Context: an optimization exercise on an open-source flow, tuned for small area, a short achievable clock period and few clock cycles per item. The choices shown serve that exercise and are no tape-out recipe. At most, simulation tests tie the RTL to the original design; equivalence was not proved. Only the layout flow was run in run 2; the RTL was not checked for function there. Power is estimated from default activity; no workload was simulated.

**design/flow/constraint.sdc**
```tcl
create_clock -name core_clock -period 5.0 [get_ports {clk}]
set_input_delay 1.0000 -clock core_clock [delete_from_list [all_inputs] [get_ports {clk}]]
set_output_delay 1.0000 -clock core_clock [all_outputs]
set_load 0.01 [all_outputs]
```
**design/flow/design.v**
```verilog
package ptds_pkg;
  localparam int FREQ_W   = 32;
  localparam int CLOCK_W  = 32;
  localparam int VALUE_W  = 16;
  localparam int STATUS_W = 2;
  localparam int MULT_W   = 17;
  localparam int PROD_W   = FREQ_W + MULT_W;
  localparam logic [CLOCK_W-1:0]  CLOCK_RESET  = 32'd80000000;
  localparam logic [VALUE_W-1:0]  PERIOD_LIMIT = 16'hFFFF;
  localparam logic [MULT_W-1:0]   PSC_SPAN     = {1'b0, PERIOD_LIMIT} + MULT_W'(2);
  localparam logic [STATUS_W-1:0] STATUS_OK          = 2'd0;
  localparam logic [STATUS_W-1:0] STATUS_ZERO_FREQ   = 2'd1;
  localparam logic [STATUS_W-1:0] STATUS_ABOVE_CLOCK = 2'd2;
endpackage
module ptds_div #(
  parameter int DIVIDEND_W = ptds_pkg::CLOCK_W,
  parameter int DIVISOR_W  = ptds_pkg::PROD_W
) (
  input  logic                  clk,
  input  logic                  rst,
  input  logic                  start,
  input  logic [DIVIDEND_W-1:0] dividend,
  input  logic [DIVISOR_W-1:0]  divisor,
  output logic                  done,
  output logic [DIVIDEND_W-1:0] quotient
);
  localparam int CNT_W = (DIVIDEND_W > 1) ? $clog2(DIVIDEND_W) : 1;
  logic                  busy;
  logic [CNT_W-1:0]      cnt;
  logic [DIVISOR_W-1:0]  rem;
  logic [DIVIDEND_W-1:0] dq;
  logic [DIVISOR_W-1:0]  dvs;
  logic [DIVISOR_W:0]    trial;
  logic [DIVISOR_W+1:0]  diff;
  logic                  fits;
  logic [DIVISOR_W-1:0]  rem_next;
  logic                  last_bit;
  always_comb begin
    trial    = {rem, dq[DIVIDEND_W-1]};
    diff     = {1'b0, trial} - {2'b00, dvs};
    fits     = ~diff[DIVISOR_W+1];
    rem_next = fits ? diff[DIVISOR_W-1:0] : trial[DIVISOR_W-1:0];
  end
  assign last_bit = busy && (cnt == CNT_W'(DIVIDEND_W - 1));
  assign quotient = dq;
  always_ff @(posedge clk) begin
    if (rst) begin
      busy <= 1'b0;
      cnt  <= '0;
      done <= 1'b0;
    end else if (start) begin
      busy <= 1'b1;
      cnt  <= '0;
      done <= 1'b0;
    end else if (busy) begin
      cnt <= cnt + CNT_W'(1);
      if (last_bit) begin
        busy <= 1'b0;
        done <= 1'b1;
      end
    end else begin
      done <= 1'b0;
    end
  end
  always_ff @(posedge clk) begin
    if (start) begin
      rem <= '0;
      dq  <= dividend;
      dvs <= divisor;
    end else if (busy) begin
      rem <= rem_next;
      dq  <= {dq[DIVIDEND_W-2:0], fits};
    end
  end
endmodule
module pwm_timer_divisor_search (
  input  logic                           clk,
  input  logic                           rst,
  input  logic                           in_valid,
  output logic                           in_stall,
  input  logic [ptds_pkg::FREQ_W-1:0]    target_frequency,
  output logic                           out_valid,
  input  logic                           out_stall,
  output logic [ptds_pkg::VALUE_W-1:0]   prescaler_value,
  output logic [ptds_pkg::VALUE_W-1:0]   period_value,
  output logic [ptds_pkg::STATUS_W-1:0]  status_code,
  input  logic                           cfg_valid,
  output logic                           cfg_ready,
  input  logic [ptds_pkg::CLOCK_W-1:0]   cfg_data
);
  localparam int MCNT_W = $clog2(ptds_pkg::MULT_W);
  typedef enum logic [5:0] {
    ST_IDLE     = 6'b000001,
    ST_MUL      = 6'b000010,
    ST_DIV_GO   = 6'b000100,
    ST_DIV_WAIT = 6'b001000,
    ST_SETUP    = 6'b010000,
    ST_FINISH   = 6'b100000
  } state_t;
  state_t                          state;
  logic                            second_pass;
  logic [ptds_pkg::CLOCK_W-1:0]    timer_clock;
  logic [ptds_pkg::FREQ_W-1:0]     freq;
  logic [ptds_pkg::PROD_W-1:0]     mcand;
  logic [ptds_pkg::MULT_W-1:0]     mplier;
  logic [ptds_pkg::PROD_W-1:0]     acc;
  logic [MCNT_W-1:0]               mcnt;
  logic [ptds_pkg::VALUE_W-1:0]    psc;
  logic [ptds_pkg::VALUE_W-1:0]    per;
  logic [ptds_pkg::STATUS_W-1:0]   status;
  logic                            in_accept;
  logic                            out_free;
  logic                            div_start;
  logic                            div_done;
  logic [ptds_pkg::CLOCK_W-1:0]    div_quotient;
  assign in_stall  = (state != ST_IDLE);
  assign in_accept = in_valid && !in_stall;
  assign out_free  = !out_valid || !out_stall;
  assign cfg_ready = 1'b1;
  assign div_start = (state == ST_DIV_GO);
  ptds_div #(
    .DIVIDEND_W (ptds_pkg::CLOCK_W),
    .DIVISOR_W  (ptds_pkg::PROD_W)
  ) u_div (
    .clk      (clk),
    .rst      (rst),
    .start    (div_start),
    .dividend (timer_clock),
    .divisor  (acc),
    .done     (div_done),
    .quotient (div_quotient)
  );
  always_ff @(posedge clk) begin
    if (rst) begin
      timer_clock <= ptds_pkg::CLOCK_RESET;
    end else if (cfg_valid && cfg_ready) begin
      timer_clock <= cfg_data;
    end
  end
  always_ff @(posedge clk) begin
    if (rst) begin
      state       <= ST_IDLE;
      second_pass <= 1'b0;
    end else begin
      unique case (state)
        ST_IDLE: begin
          if (in_accept) begin
            second_pass <= 1'b0;
            if (target_frequency == '0 || target_frequency > timer_clock) begin
              state <= ST_FINISH;
            end else begin
              state <= ST_MUL;
            end
          end
        end
        ST_MUL: begin
          if (mcnt == MCNT_W'(ptds_pkg::MULT_W - 1)) begin
            state <= ST_DIV_GO;
          end
        end
        ST_DIV_GO: begin
          state <= ST_DIV_WAIT;
        end
        ST_DIV_WAIT: begin
          if (div_done) begin
            state <= second_pass ? ST_FINISH : ST_SETUP;
          end
        end
        ST_SETUP: begin
          second_pass <= 1'b1;
          state       <= ST_MUL;
        end
        ST_FINISH: begin
          if (out_free) begin
            state <= ST_IDLE;
          end
        end
        default: begin
          state <= ST_IDLE;
        end
      endcase
    end
  end
  always_ff @(posedge clk) begin
    case (state)
      ST_IDLE: begin
        freq   <= target_frequency;
        mcand  <= ptds_pkg::PROD_W'(target_frequency);
        mplier <= ptds_pkg::PSC_SPAN;
        acc    <= '0;
        mcnt   <= '0;
        psc    <= '0;
        per    <= '0;
        if (target_frequency == '0) begin
          status <= ptds_pkg::STATUS_ZERO_FREQ;
        end else if (target_frequency > timer_clock) begin
          status <= ptds_pkg::STATUS_ABOVE_CLOCK;
        end else begin
          status <= ptds_pkg::STATUS_OK;
        end
      end
      ST_MUL: begin
        if (mplier[0]) begin
          acc <= acc + mcand;
        end
        mcand  <= {mcand[ptds_pkg::PROD_W-2:0], 1'b0};
        mplier <= {1'b0, mplier[ptds_pkg::MULT_W-1:1]};
        mcnt   <= mcnt + MCNT_W'(1);
      end
      ST_DIV_WAIT: begin
        if (div_done && second_pass) begin
          per <= div_quotient[ptds_pkg::VALUE_W-1:0] - ptds_pkg::VALUE_W'(1);
        end
      end
      ST_SETUP: begin
        psc    <= div_quotient[ptds_pkg::VALUE_W-1:0];
        mplier <= {1'b0, div_quotient[ptds_pkg::VALUE_W-1:0]} + ptds_pkg::MULT_W'(1);
        mcand  <= ptds_pkg::PROD_W'(freq);
        acc    <= '0;
        mcnt   <= '0;
      end
      default: begin
      end
    endcase
  end
  always_ff @(posedge clk) begin
    if (rst) begin
      out_valid <= 1'b0;
    end else if (state == ST_FINISH && out_free) begin
      out_valid <= 1'b1;
    end else if (!out_stall) begin
      out_valid <= 1'b0;
    end
  end
  always_ff @(posedge clk) begin
    if (state == ST_FINISH && out_free) begin
      prescaler_value <= psc;
      period_value    <= per;
      status_code     <= status;
    end
  end
endmodule
```
**design/flow/config.mk**
```make
export PLATFORM = sky130hd
export DESIGN_NAME = pwm_timer_divisor_search
export DESIGN_NICKNAME = pwm_timer_divisor_search
export VERILOG_FILES = /design/flow/design.v
export SDC_FILE = /design/flow/constraint.sdc
export NUM_CORES = 4
export LEC_CHECK = 0
export CAP_MARGIN = 20
export CORE_MARGIN = 2
export CORE_UTILIZATION = 40
export SLEW_MARGIN = 20
```
**design/flow/run.sh**
```bash
#!/bin/bash
# synth_recipe.tcl (not shown) runs the flow's synth.tcl, then flattens the netlist and writes it again
# the make line also repeats each setting of config.mk as NAME=value (left out here)
make -C /OpenROAD-flow-scripts/flow DESIGN_CONFIG=/design/flow/config.mk WORK_HOME=/design/flow/orfs CLKGATE_MAP_FILE= SYNTH_SCRIPT=/design/flow/synth_recipe.tcl finish
```
==> metrics.cfg, run 1 <==
[power]
powerDensity_nw_per_um2 = 642
power.internal_mw = 9.73
total_power_mw = 16.1
irDropWorstVdd_v = 0.000544
switching_share = 0.397
p_clk_frac = 0.213
netSwitchingPower_mw = 6.42
power_frac_comb = 0.432
sequentialPowerShare = 0.354
power_leakage_nw = 10.2

[synth]
synth_edf_count = 301
yosys.area_share.simple = 0.141
syn-num-nets = 2356
ys_async_sr_fraction = 0
ys_seq_area_frac = 0.500
synth_mux_area_frac = 0.0211
synth_top_area_cell = edfxtp_1
synth_top_cell_area_share = 0.412
syn_inst = 2150
synth_top_family_by_area = compound AO/OA/AOI/OAI gates
syn_avg_cell_area_um2 = 10.2
syn_area_um2 = 21900
ys_warn_count = 2
synth_area_leaders = edfxtp_1, dfxtp_1, ha_1
synth_xor_area_frac = 0.0448
synth_seq_cells = 397
synth-adder-area-share = 0.0789
yosys.cell_types.count = 86
synth_flop_cell = edfxtp_1
synth_compound_area_frac = 0.172

[setup_path]
worstPathArrival_ns = 4.34
slowest_stage = and3_2
cp_cell_sequence = inv_1, ha_1, a21oi_1, a21boi_1, o41ai_1, o221ai_2, o2111ai_1, and3_2, buf_4, nand2_1, o211ai_1, o21ai_1, o22ai_1
end_kind = register
worstSetupPathType = reg -> reg
required_ns = 5.51
cp_top_family = compound AO/OA/AOI/OAI gates
crit_fanout = 46
start_kind = register
path_buf_inv = 2
max_stage_delay_ns = 0.83

[clocking]
cts_tree = yes
cts_resized = 0
hold_buffers = 0
root_buffer = clkbuf_16
cts.sinks = 397
post_cts_buffers = 0
clockBufferDepth = 3
clk_pin_slew_worst_paths_ns = 0.06
cts_buffers = 46
htree_levels = 2
clock_latency_ns = 0.61

[hold_path]
min_path_type = reg -> reg

[placement]
port_buffers = 104
dp_hpwl_um = 40300
dp.cells = 2858
dpl_cell_area_um2 = 23500
gp_congestion = 0.918

[floorplan]
start_util = 0.406
die_h_um = 238
die_area_um2 = 56700
rows = 85
core_um2 = 54000
fp.dieW_um = 238
ios = 106

[sta]
hold_viol = 0
rsz0062_at_grt = false
finalSetupTns_ns = 0
tightestPinTransition_ns = 1.01
final_max_slew_viol_count = 0
finalSetupViolCount = 0
period_needed_ns = 3.83
fin_skew_ns = 0.0397
fin_crit_sh = 0.765
max_slew_margin = 0.324
fmax_ghz = 0.261

[global_route]
grt_overflow = 0
grt_pass1_wl_um = 87500
grt_pass1_vias = 15900
track_usage = 0.194
antenna_found_initial = 1
grt_max_degree = 86

[status]
status = complete, no violations

[routing]
postRouteWirelength_um = 55300
ant_nets = 0
viasPerCell = 5.54
drt_iter0_markers = 1073
vias = 16300
first_pass_iters = 5
drc_errors = 0
wire_per_inst_um = 18.8

[final_layout]
layout_commonest_cell = edfxtp_1
final_area_um2 = 25100
syn2layout_area_growth_pct = 14.6
layoutNonFillerInstCount = 2945
final_cell_mix = edfxtp_1, nor2_1, nand2_1, a21oi_1, ha_1
drive_above_1_share = 0.0609
final_nets = 2417
fill_cells = 5068

[flow_run]
cap_viol_max_count = 0

==> layer usage <==
metal	GRT usage	vias up	share of wire
met5	0	-	0
met4	0.0517	0	0.022
met3	0.0263	74	0.048
met2	0.316	416	0.46
met1	0.271	7855	0.47
li1	-	7973	-
==> synthesized netlist by cell type, drive strengths merged (8+ instances only) <==
cell    number
nand2      209
xnor2       61
o21bai      22
clkbuf      81
mux2i       45
nor2       214
nor4        18
o21ai      134
xor2        51
a21oi      149
nand4       39
inv        111
or3          9
and2        39
edfxtp     301
o41ai        8
nor3        36
buf         30
a22oi       35
ha         135
nand2b       9
nand3       26
nor2b       11
o21a        12
and3        26
o211ai      22
a31oi       17
a211oi      32
dfxtp       96
a21o        78
==> logic make-up after synthesis <==
logic type | Yosys count
flops | 397
simple gates | 665
compound gates | 567
fa+ha+maj | 137
mux | 46
buf+inv | 225
other cells | 1
xor+xnor | 112
==> worst paths after layout <==
kind | from | end | slack [ns] | cells after the start
worst max-delay path | u_div.dvs[16]$_DFFE_PP_ | u_div.rem[47]$_SDFFE_PP0P_ | 1.17 | 13
worst min-delay path | psc[10]$_SDFFCE_PN0P_ | prescaler_value[10]$_DFFE_PP_ | 0.41 | 0
worst max register to register | u_div.dvs[16]$_DFFE_PP_ | u_div.rem[47]$_SDFFE_PP0P_ | 1.17 | 13
worst min register to register | psc[10]$_SDFFCE_PN0P_ | prescaler_value[10]$_DFFE_PP_ | 0.41 | 0
==> power by group through the flow <==
stage,clock network [mW],registers (mW),logic (mW)
after floorplan,0,5.46,5.37
after global routing,3.66,5.83,7.77
after CTS,3.53,5.72,6.95
final,3.45,5.72,6.98
after global placement,0,5.75,6.86
after detailed placement,0,5.78,6.90
==> worst register-to-register path, stage by stage, from the launching register on <==
cell and delay, ns:
edfxtp_1 0.32, inv_1 0.04, ha_1 0.37, a21oi_1 0.28, a21boi_1 0.12, o41ai_1 0.46, o221ai_2 0.18, o2111ai_1 0.33
and3_2 0.83, buf_4 0.38, nand2_1 0.09, o211ai_1 0.08, o21ai_1 0.08, o22ai_1 0.17
==> stage by stage <==
step | setup slack (ns) | utilization | hold WS [ns]
after floorplan | 0.191 | - | 0.400
after global placement | 1.27 | 0.436 | 0.404
after detailed placement | 1.22 | 0.436 | 0.405
after CTS | 1.20 | 0.464 | 0.416
after global routing | 0.878 | 0.465 | 0.422
final | 1.17 | 0.465 | 0.413
==> registers in the layout (all words and copies together) (netlist names) <==
name             count
acc                 49
freq                32
mcand               49
mcnt                 5
mplier              17
out_valid            1
per                 16
period_value        16
prescaler_value     16
psc                 16
second_pass          1
state                6
status               2
status_code          2
timer_clock         32
u_div.busy           1
u_div.cnt            5
u_div.done           1
u_div.dq            32
u_div.dvs           49
u_div.rem           49
==> area by class of cell <==
| class | count | area (µm²) | share of cell area |
|---|---|---|---|
| inverters | 114 | 429 | 0.0171 |
| flip-flops and latches | 397 | 11000 | 0.436 |
| clock inverters | 20 | 270 | 0.0108 |
| multi-input cells | 1528 | 10100 | 0.401 |
| repair buffers | 124 | 1220 | 0.0487 |
| diodes | 1 | 2.50 | 0.0000996 |
| well taps | 696 | 871 | 0.0347 |
| clock buffers | 65 | 1290 | 0.0514 |
Testbench counts, summed over its fixed seeds: cycles 107,576, items 1,024.
==> run 2: changes to the inputs <==
==> design/flow/design.v (replaced) <==
package ptds_pkg;
  localparam int FREQ_W   = 32;
  localparam int CLOCK_W  = 32;
  localparam int VALUE_W  = 16;
  localparam int STATUS_W = 2;
  localparam logic [CLOCK_W-1:0]  CLOCK_RESET  = 32'd80000000;
  localparam logic [STATUS_W-1:0] STATUS_OK          = 2'd0;
  localparam logic [STATUS_W-1:0] STATUS_ZERO_FREQ   = 2'd1;
  localparam logic [STATUS_W-1:0] STATUS_ABOVE_CLOCK = 2'd2;
endpackage
module pwm_timer_divisor_search (
  input  logic                           clk,
  input  logic                           rst,
  input  logic                           in_valid,
  output logic                           in_stall,
  input  logic [ptds_pkg::FREQ_W-1:0]    target_frequency,
  output logic                           out_valid,
  input  logic                           out_stall,
  output logic [ptds_pkg::VALUE_W-1:0]   prescaler_value,
  output logic [ptds_pkg::VALUE_W-1:0]   period_value,
  output logic [ptds_pkg::STATUS_W-1:0]  status_code,
  input  logic                           cfg_valid,
  output logic                           cfg_ready,
  input  logic [ptds_pkg::CLOCK_W-1:0]   cfg_data
);
  localparam int SKIP_K = 4;
  logic [31:0] timer_clock;
  logic [31:0] dvs;
  logic [31:0] rem;
  logic [31:0] quo;
  logic [5:0]  cnt;
  logic        busy;
  logic        first;
  logic        second;
  logic [1:0]  status;
  assign in_stall        = busy;
  assign cfg_ready       = 1'b1;
  assign prescaler_value = rem[31:16];
  assign period_value    = rem[15:0];
  assign status_code     = status;
  always_ff @(posedge clk) begin
    if (rst) begin
      timer_clock <= ptds_pkg::CLOCK_RESET;
    end else if (cfg_valid) begin
      timer_clock <= cfg_data;
    end
  end
  logic [31:0] r_src;
  logic [31:0] q_src;
  logic [32:0] trial;
  logic [33:0] diff;
  logic        fits;
  logic [31:0] dmask;
  logic        skip;
  logic        step;
  logic        last;
  always_comb begin
    r_src = first ? 32'd0 : rem;
    q_src = first ? timer_clock : quo;
    trial = {r_src, q_src[31]};
    diff  = {1'b0, trial} + {2'b11, ~dvs} + {33'd0, ~second};
    fits  = ~diff[33];
    for (int i = 31; i >= 0; i--) begin
      dmask[i] = (i == 31) ? dvs[31] : (dvs[i] | dmask[i+1]);
    end
    skip = dmask[SKIP_K] && ((r_src & ~(dmask >> (SKIP_K + 1))) == 32'd0)
           && (cnt <= 6'(32 - SKIP_K));
  end
  assign step = busy && !cnt[5] && !(first && out_valid);
  assign last = busy && cnt[5];
  logic [15:0] qa;
  logic [15:0] qb;
  logic [16:0] s17;
  logic        c_lt;
  logic [16:0] u17;
  logic [15:0] psc;
  logic        psc_zero;
  logic [1:0]  st_next;
  always_comb begin
    qa       = quo[31:16];
    qb       = quo[15:0];
    s17      = {1'b0, qa} + {1'b0, ~qb};
    c_lt     = s17[16];
    u17      = c_lt ? {1'b0, s17[15:0]} : (s17 + 17'd1);
    psc      = qa - {15'd0, c_lt};
    psc_zero = (psc == 16'd0);
    if (dvs == 32'd0)      st_next = ptds_pkg::STATUS_ZERO_FREQ;
    else if (quo == 32'd0) st_next = ptds_pkg::STATUS_ABOVE_CLOCK;
    else                   st_next = ptds_pkg::STATUS_OK;
  end
  always_ff @(posedge clk) begin
    if (rst) begin
      busy      <= 1'b0;
      out_valid <= 1'b0;
    end else begin
      if (out_valid && !out_stall) out_valid <= 1'b0;
      if (!busy) begin
        if (in_valid) busy <= 1'b1;
      end else if (last) begin
        if (second || st_next != ptds_pkg::STATUS_OK || psc_zero) begin
          busy      <= 1'b0;
          out_valid <= 1'b1;
        end
      end
    end
  end
  always_ff @(posedge clk) begin
    if (!busy) begin
      dvs    <= target_frequency;
      first  <= 1'b1;
      second <= 1'b0;
      cnt    <= 6'd0;
    end else if (step) begin
      first <= 1'b0;
      if (skip) begin
        rem <= {r_src[31-SKIP_K:0], q_src[31:32-SKIP_K]};
        quo <= {q_src[31-SKIP_K:0], {SKIP_K{second}}};
        cnt <= cnt + 6'(SKIP_K);
      end else begin
        rem <= fits ? diff[31:0] : trial[31:0];
        quo <= {q_src[30:0], fits ^ second};
        cnt <= cnt + 6'd1;
      end
    end else if (last) begin
      if (second) begin
        rem <= {dvs[15:0], quo[15:0]};
      end else if (st_next != ptds_pkg::STATUS_OK) begin
        status <= st_next;
        rem    <= 32'd0;
      end else if (psc_zero) begin
        status <= ptds_pkg::STATUS_OK;
        rem    <= {16'd0, ~u17[15:0]};
      end else begin
        status <= ptds_pkg::STATUS_OK;
        second <= 1'b1;
        dvs    <= {16'd0, psc};
        rem    <= 32'd0;
        quo    <= {u17, 15'd0};
        cnt    <= 6'd15;
      end
    end
  end
endmodule
==> run 2 against run 1 <==
Global-route usage up 7.0 points. Hold slack better by 0.090 ns. Combinational power down 53%. Critical path depth up 10. Final cell count down 43%. Sequential share of layout area down 16 points. Area after synthesis down 50%. Fmax down 20%. Routed wire length down 31%. Via count down 38%. Flip-flop and latch count down 257. Die area down 49%.
==> metrics.cfg, run 2 <==
[synth]
synthTopCellsByCount = nor2_1, edfxtp_1, a21oi_1, inv_1, nand2_1  ; was edfxtp_1, nor2_1, nand2_1, a21oi_1, ha_1
synth_area_leaders = edfxtp_1, dfxtp_1, ha_1  ; unchanged
ys_seq_area_frac = 0.343  ; was 0.500
ys_warn_count = 1  ; was 2
synth_top_area_cell = edfxtp_1  ; unchanged
ys_async_sr_fraction = 0  ; unchanged
synth_most_common_cell = nor2_1  ; was edfxtp_1
syn_avg_cell_area_um2 = 9.23  ; was 10.2 µm²
synth_edf_count = 98  ; was 301
yosys.cell_types.count = 91  ; was 86
synth_seq_cells = 140  ; was 397
syn_area_um2 = 11000  ; was 21,900 µm²
synth_flop_cell = edfxtp_1  ; unchanged
syn_inst = 1194  ; was 2,150
syn-num-nets = 1319  ; was 2,356
synth_top_cell_area_share = 0.267  ; was 0.412

[sta]
finalSetupTns_ns = 0  ; unchanged
period_needed_ns = 4.77  ; was 3.83 ns
fmax_ghz = 0.210  ; was 0.261 GHz
max_slew_margin = 0.263  ; was 0.324
fin_skew_ns = 0.0140  ; was 0.0397 ns
finalSetupViolCount = 0  ; unchanged
fin_crit_sh = 0.953  ; was 0.765
hold_viol = 0  ; unchanged
tightestPinTransition_ns = 1.10  ; was 1.01 ns
final_max_slew_viol_count = 0  ; unchanged

[placement]
gp_congestion = 0.963  ; was 0.918
dp_hpwl_um = 29000  ; was 40,300 µm
port_buffers = 104  ; unchanged

[global_route]
antenna_found_initial = 0  ; was 1
grt_overflow = 0  ; unchanged
grt_pass1_wl_um = 57600  ; was 87,500 µm
grt_max_degree = 54  ; was 86
grt_pass1_vias = 9600  ; was 15,900
track_usage = 0.263  ; was 0.194

[hold_path]
hold_start = timer_clock[4]$_SDFFE_PP0P_  ; was psc[10]$_SDFFCE_PN0P_
min_path_type = reg -> reg  ; unchanged
min_path_cells = 2  ; was 0
hold_path_end = timer_clock[4]$_SDFFE_PP0P_  ; was prescaler_value[10]$_DFFE_PP_

[routing]
viasPerCell = 6.03  ; was 5.54
drc_errors = 0  ; unchanged
drt_iter0_markers = 1031  ; was 1,073
wire_per_inst_um = 22.7  ; was 18.8 µm
first_pass_iters = 5  ; unchanged
postRouteWirelength_um = 38000  ; was 55,300 µm
vias = 10100  ; was 16,300
ant_nets = 0  ; unchanged

[floorplan]
rows = 60  ; was 85
ios = 106  ; unchanged
die_area_um2 = 28900  ; was 56,700 µm²
core_um2 = 27000  ; was 54,000 µm²
start_util = 0.408  ; was 0.406
fp.dieW_um = 170  ; was 238 µm
die_h_um = 170  ; was 238 µm

[setup_path]
start_kind = register  ; unchanged
required_ns = 5.20  ; was 5.51 ns
end_kind = register  ; unchanged
worstPathArrival_ns = 4.96  ; was 4.34 ns
r2r-start = quo[0]$_SDFFCE_PN0P_  ; was u_div.dvs[16]$_DFFE_PP_
ff2ff_path_depth = 23  ; was 13
reg2reg_to = quo[24]$_DFFE_PP_  ; was u_div.rem[47]$_SDFFE_PP0P_
crit_fanout = 8  ; was 46
reg2reg_slack_ns = 0.23  ; was 1.17 ns
worstSetupPathType = reg -> reg  ; unchanged

[power]
irDropWorstVdd_v = 0.000266  ; was 0.000544 V
total_power_mw = 6.40  ; was 16.1 mW
power_leakage_nw = 5.40  ; was 10.2 nW
powerDensity_nw_per_um2 = 471  ; was 642 nW/µm²

[clocking]
clockBufferDepth = 2  ; was 3
cts.sinks = 140  ; was 397
htree_levels = 4  ; was 2
clk_pin_slew_worst_paths_ns = 0.06  ; about the same
cts_tree = yes  ; unchanged
clock_latency_ns = 0.44  ; was 0.61 ns
cts_buffers = 17  ; was 46
root_buffer = clkbuf_16  ; unchanged

[final_layout]
layout_commonest_cell = nor2_1  ; was edfxtp_1
final_nets = 1447  ; was 2,417
antennaDiodeCount = 0  ; was 1
syn2layout_area_growth_pct = 23.3  ; was 14.6%
final_cell_mix = nor2_1, clkdlybuf4s50_1, edfxtp_1, a21oi_1, inv_1  ; was edfxtp_1, nor2_1, nand2_1, a21oi_1, ha_1
drive_above_1_share = 0.136  ; was 0.0609

[status]
status = complete, no violations  ; unchanged

[flow_run]
cap_viol_max_count = 0  ; unchanged

## run 2: cell count changes in the layout (fill, tap and decap cells not counted), moves of 31 or more
cell and delta:
a21oi_1 -67, ha_1 -84, inv_1 -38, nor2b_1 +51, edfxtp_1 -203, and2_1 -31
nand2_1 -139, o21ai_0 -58, buf_4 +44, nor2_1 -91, dfxtp_1 -55, a21o_1 -59
## run 2: repair_timing
item | CTS | global route
pin swaps | 1 | 15
setup endpoints to repair | 32 | 85
setup buffers | 0 | 9
cloned | 1 | 4
hold buffers | 0 | 0
gates resized for setup | 1 | 18
## run 2: report_power, final
| part | total (mW) | switching (mW) | internal (mW) |
|---|---|---|---|
| registers | 1.68 | 0.197 | 1.48 |
| clock network | 1.45 | 0.544 | 0.906 |
| logic | 3.27 | 1.91 | 1.36 |
## run 2: worst max-delay path, cell delays in order (launching register included)
cell and delay, ns:
edfxtp_1 0.43, inv_2 0.10, ha_4 0.13, inv_2 0.04, fa_2 0.37, nor2b_2 0.14
o211ai_1 0.15, a211oi_2 0.30, o211ai_2 0.14, a31oi_2 0.19, nor2_2 0.08, inv_2 0.07
ha_4 0.13, or4b_4 0.49, buf_6 0.15, nor4b_4 0.26, o21bai_1 0.12, a221oi_2 0.26
nand4_2 0.14, buf_6 0.15, a31oi_4 0.17, clkinvlp_4 0.17, buf_12 0.17, clkbuf_16 0.16
## run 2: how the worst max path moves through the flow
stage	end	startpoint	cells after the start
after floorplan	cnt[3]$_SDFFE_PN0P_	quo[0]$_SDFFCE_PN0P_	23
after global placement	dvs[17]$_SDFFCE_PP0P_	quo[0]$_SDFFCE_PN0P_	21
after detailed placement	dvs[17]$_SDFFCE_PP0P_	quo[0]$_SDFFCE_PN0P_	21
after CTS	cnt[3]$_SDFFE_PN0P_	quo[0]$_SDFFCE_PN0P_	24
after global routing	quo[26]$_DFFE_PP_	quo[0]$_SDFFCE_PN0P_	23
final	quo[24]$_DFFE_PP_	quo[0]$_SDFFCE_PN0P_	23
## run 2: layer usage
| layer | global-route usage | vias up | wire length (µm) |
|---|---|---|---|
| met1 | 0.368 | 4864 | 16700 |
| met5 | 0 | - | 0 |
| li1 | - | 4718 | - |
| met2 | 0.427 | 452 | 17500 |
| met4 | 0.0806 | 0 | 1140 |
| met3 | 0.0326 | 75 | 2640 |
## run 2: logic make-up after synthesis
kind of cell | Yosys count | synth area share
AO/OA/AOI/OAI | 326 | 0.203
adder cells (fa/ha/maj) | 56 | 0.0656
AND/OR/NAND/NOR | 385 | 0.180
buffers and inverters | 143 | 0.0546
flip-flops | 140 | 0.343
other | 1 | 0.000340
XOR/XNOR | 66 | 0.0525
multiplexers | 77 | 0.101
## run 2: metrics by stage
step | util | instances | worst slack, ns | instance area [µm²] | hold WS [ns]
floorplan | - | 1194 | 0.0255 | 11000 | 0.460
global placement | 0.469 | 1630 | -0.00994 | 12700 | 0.479
detailed placement | 0.469 | 1630 | -0.105 | 12700 | 0.487
CTS | 0.493 | 1663 | 0.0425 | 13300 | 0.503
global route | 0.503 | 1676 | -0.00144 | 13600 | 0.537
finish | 0.503 | 1676 | 0.233 | 13600 | 0.502
## run 2: cell type report
class	instances	area (µm²)
tap	341	427
inverter	77	293
clock inverter	12	209
sequential	140	3790
multi-input combinational	912	6770
timing repair buffer	174	1660
fill	2537	13400
clock buffer	20	447

==> afterwards: timing with drivers on the ports <==
The flow's constraints put no driver on any port. The routed layouts listed below were extracted and timed again, unchanged, in two steps.
Step 1: set_driving_cell puts a clkbuf_16 on clk and a buf_2 on each other input, an assumption about the parent block.
Step 2 moves the port delays by t, midway between the first and last clock arrival at a register: inputs arrive t later, outputs are due t later. That takes back most of the time a late clock gives input paths.
a / b / c = ideal ports / drivers / drivers and shift; a / b = the first two.
run	shift t [ns]	setup slack, ns	hold WS [ns]	worst setup path after step 2	latest minus earliest clock arrival (ns)
run 1	0.637	1.174 / 1.174 / 1.174	0.413 / 0.413 / 0.413	register to register	0.039 / 0.039
run 2	0.480	0.233 / 0.233 / 0.233	0.502 / 0.502 / 0.502	register to register	0.014 / 0.014
After both steps every run listed still meets setup and hold.
